Context: an optimization exercise on an open-source flow, tuned for small area, a short achievable clock period and few clock cycles per item. The choices shown serve that exercise and are no tape-out recipe. The RTL was checked by simulation tests, not by an equivalence proof against the original design. Power figures rest on the tool's default switching activity, not on a simulated workload.

==> flow/design.v (excerpt) <==
module rigid_body_drag_integrator (
    input  logic               i_clk,
    input  logic               i_rst_n,
    input  logic               i_in_valid,
    output logic               o_in_stall,
    input  logic [126:0]       i_in_req,
    output logic               o_out_valid,
    input  logic               i_out_stall,
    output logic [191:0]       o_out_req,
    input  logic               i_cfg_valid,
    output logic               o_cfg_ready,
    input  logic               i_cfg_index,
    input  logic [31:0]        i_cfg_data
);
clock: 13.0 ns
lec_check: 0
cap_margin: 20
core_margin: 2
core_utilization: 40
setup_slack_margin: 5
slew_margin: 20
run.sh (not shown) runs the stock make flow with config.mk's settings and CLKGATE_MAP_FILE= SYNTH_SCRIPT=/design/flow/synth_recipe.tcl, a recipe that flattens the netlist after the stock synthesis.
Testbench counts at the start, summed over its fixed seeds: cycles 38,736, items 2,400.
Rerun with:
--- a/flow/design.v
+++ b/flow/design.v
@@ -3589,17 +3589,18 @@
     assign o_in_stall  = !(r_slot == S_ACC && r_cur);
     logic       w_req;         
     logic       w_abort;       
     logic       w_hold;
     logic [4:0] n_slot;
     logic       n_cur;
     logic       n_prev;
     assign w_req   = i_in_valid && !i_cfg_valid;
-    assign w_abort = r_cur && (r_slot < S_ACC) && (!i_in_valid || i_cfg_valid);
+    assign w_abort = r_cur && (((r_slot < S_ACC) && (!i_in_valid || i_cfg_valid))
+                            || ((r_slot == S_ACC) && !i_in_valid));
     assign w_hold  = r_cur && (r_slot == S_HOLD) && r_out_valid;
     always_comb begin
         n_slot = r_slot;
         n_cur  = r_cur;
         n_prev = r_prev;
         if (r_slot == S_IDLE) begin
             if (w_req) begin
                 n_slot = 5'd0;
@@ -3650,17 +3651,17 @@
     logic [1:0] r_iop;
     logic [1:0] r_iax;
     assign iss_v = r_iuse && (r_iprev ? r_prev : (r_cur && !w_abort && !w_hold));
     logic [2:0] div_en;
     logic [2:0] div_first;
     logic [1:0] w_fax;             
     assign div_en[0]    = r_cur && (r_slot >= 5'd4) && (r_slot <= 5'd13) && !w_abort;
     assign div_en[1]    = r_cur && (r_slot >= 5'd5) && (r_slot <= 5'd14) && !w_abort && !w_hold;
-    assign div_en[2]    = (r_cur && (r_slot >= 5'd10) && (r_slot <= 5'd15) && !w_hold)
+    assign div_en[2]    = (r_cur && (r_slot >= 5'd10) && (r_slot <= 5'd15) && !w_hold && !w_abort)
                        || (r_prev && (r_slot <= 5'd3));
     assign div_first[0] = r_cur && (r_slot == 5'd4);
     assign div_first[1] = r_cur && (r_slot == 5'd5);
     assign div_first[2] = r_cur && (r_slot == 5'd10);
     assign w_fax        = div_first[0] ? 2'd0 : (div_first[1] ? 2'd1 : 2'd2);
     logic [31:0] w_x;
     logic        w_xn;
     logic [31:0] w_w;
@@ -3891,17 +3892,17 @@
             r_iop       <= n_iop;
             r_iax       <= n_iax;
             r_iuse      <= n_iuse;
             r_iprev     <= n_iprev;
             r_v1        <= iss_v;
         end
     end
     always_ff @(posedge i_clk) begin
-        if (r_slot == S_ACC && r_cur) begin
+        if (r_slot == S_ACC && r_cur && i_in_valid) begin
             r_dt <= i_in_req[126:96];
         end
         r_op1 <= r_iop;
         r_ax1 <= r_iax;
         r_fl1 <= w_fl;
         r_r0  <= w_row0[56:16];
         r_r1  <= w_row1[56:16];
         r_c16 <= w_c16;
What happened: The changed run produced a clean layout; sequential power climbs by a few percent; clock power is lower by a few percent; utilization grows by 0.21 points; clock skew fell by 0.032 ns; hold slack got worse by 0.014 ns; final cell count falls slightly; count of clock-buffer cells in the layout came out higher by 8.
Testbench counts after the change, summed over its fixed seeds: cycles 38,736, items 2,400.

rigid_body_drag_integrator, a different RTL version from the one above (not shown whole).
Size: ~13000 cells after synthesis, ~700 flip-flops, about 0.11 sq mm of cells after synthesis.
clock: 13.0 ns
lec_check: 0
cap_margin: 20
core_margin: 2
core_utilization: 40
setup_slack_margin: 5
slew_margin: 20
Testbench counts at the start, summed over its fixed seeds: cycles 38,736, items 2,400.
Next try:
--- a/flow/design.v
+++ b/flow/design.v
@@ -3798,27 +3798,25 @@
     end
     logic       r_iuse;
     logic       r_iprev;
     logic       iss_v;
     logic [1:0] r_iop;
     logic [1:0] r_iax;
     assign iss_v = r_iuse && (r_iprev ? r_prev : (r_cur && !w_abort && !w_hold));
     logic [2:0] div_en;
     logic [2:0] div_first;
-    logic [1:0] w_fax;             
     assign div_en[0]    = r_cur && (r_slot >= 5'd4) && (r_slot <= 5'd13) && !w_abort;
     assign div_en[1]    = r_cur && (r_slot >= 5'd5) && (r_slot <= 5'd14) && !w_abort && !w_hold;
     assign div_en[2]    = (r_cur && (r_slot >= 5'd10) && (r_slot <= 5'd15) && !w_hold)
                        || (r_prev && (r_slot <= 5'd3));
     assign div_first[0] = r_cur && (r_slot == 5'd4);
     assign div_first[1] = r_cur && (r_slot == 5'd5);
     assign div_first[2] = r_cur && (r_slot == 5'd10);
-    assign w_fax        = div_first[0] ? 2'd0 : (div_first[1] ? 2'd1 : 2'd2);
     logic [31:0] w_x;
     logic        w_xn;
     logic [31:0] w_w;
     logic [40:0] w_qs;
     logic        w_qbig;
     logic [40:0] w_a;
     logic [30:0] w_b;
     logic [30:0] w_c;
     logic        w_fl;
@@ -3932,18 +3930,19 @@
             w_nv = 32'd0;
         end else if (w_sum > 34'sh0_7FFF_FFFF) begin
             w_nv = 32'h7FFF_FFFF;
         end else if (w_sum < -34'sh0_8000_0000) begin
             w_nv = 32'h8000_0000;
         end else begin
             w_nv = w_sum[31:0];
         end
     end
+    logic [2:0][32:0] w_ovd;         
     logic [2:0][39:0] w_dq;
     logic [2:0][30:0] w_dr;
     always_comb begin
         for (int a = 0; a < 3; a++) begin
             logic [39:0] q;
             logic [30:0] r;
             logic [32:0] t;
             logic [33:0] s1, s2, s3;
             logic [34:0] x1, x2, x3;
@@ -3967,26 +3966,21 @@
                     q = {q[37:0], 2'd1};
                     r = s1[30:0];
                 end else begin
                     q = {q[37:0], 2'd0};
                     r = t[30:0];
                 end
             end
             w_dq[a] = q;
             w_dr[a] = r;
+            w_ovd[a] = {1'b0, 14'd0, r_rem[a][16:0], 1'b1} + {2'b11, r_mn, 1'b1};
         end
     end
-    logic [16:0] w_r0;
-    logic [18:0] w_ovc;
-    logic        w_ovf;
-    assign w_r0  = r_rem[w_fax][16:0];
-    assign w_ovc = {1'b0, w_r0, 1'b1} + {1'b0, r_mn[16:0], 1'b1};
-    assign w_ovf = (r_mn[30:17] == '1) && w_ovc[18];
     logic [30:0] w_mass;
     assign w_mass = (i_cfg_data[30:0] == '0) ? 31'd1 : i_cfg_data[30:0];
     always_ff @(posedge i_clk) begin
         if (!i_rst_n) begin
             r_mn        <= ~rbdi_pkg::MassReset;
             r_mn3       <= ~(33'(rbdi_pkg::MassReset) * 33'd3);
             r_drag      <= rbdi_pkg::DragReset;
             r_vel       <= '0;
             r_out_valid <= 1'b0;
@@ -4047,19 +4041,19 @@
                     OP_DISP: r_disp[a] <= w_disp;
                     default: ;
                 endcase
             end
             if (div_en[a]) begin
                 r_q[a]   <= {1'b0, w_dq[a]};
                 r_rem[a] <= w_dr[a];
             end
             if (div_first[a]) begin
-                r_ovf[a] <= w_ovf;
+                r_ovf[a] <= !w_ovd[a][32];
             end
         end
     end
 endmodule
 module rigid_body_drag_integrator (
     input  logic               i_clk,
     input  logic               i_rst_n,
     input  logic               i_in_valid,
     output logic               o_in_stall,
Area after synthesis came out higher by 1.3%.
Final cell count climbs by 0.56%.
Count of clock-buffer cells in the layout climbs by 13.
Non-clock buffer count shrinks by 18.
Routed wire length shrinks by 3.0%.
Die area grows by 1.3%.
Power grows by 1.7%.
Global-route usage drops by 1.3 points.
Testbench counts after the change, summed over its fixed seeds: cycles 38,736, items 2,400.

## afterwards: timing with drivers on the ports
No port has a modelled driver above. Below, the same layouts with a new extraction and two added sets of constraints.
Step 1 assumes that a clkbuf_16 drives the clock port and a buf_2 every other input.
Step 2 moves the port delays by t, midway between the first and last clock arrival at a register: inputs arrive t later, outputs are due t later. That takes back most of the time a late clock gives input paths.
Three values: no drivers, after step 1, after step 2; two values: the first two.
run	shift t [ns]	slack for setup (ns)	slew at the worst register clock pin (ns)
the first run of note 1	0.848	4.705 / 4.705 / 4.314	0.07 / 0.07
the second run of note 1	0.833	4.930 / 4.930 / 4.618	0.07 / 0.07
the first run of note 2	0.844	5.088 / 5.088 / 4.354	0.07 / 0.07
the second run of note 2	0.919	5.098 / 5.099 / 4.211	0.07 / 0.07
After both steps setup and hold are still met in every run listed. For the second run of note 2, which loses most, drivers alone change the setup slack by +0.001 ns; drivers and shift together by -0.887 ns.
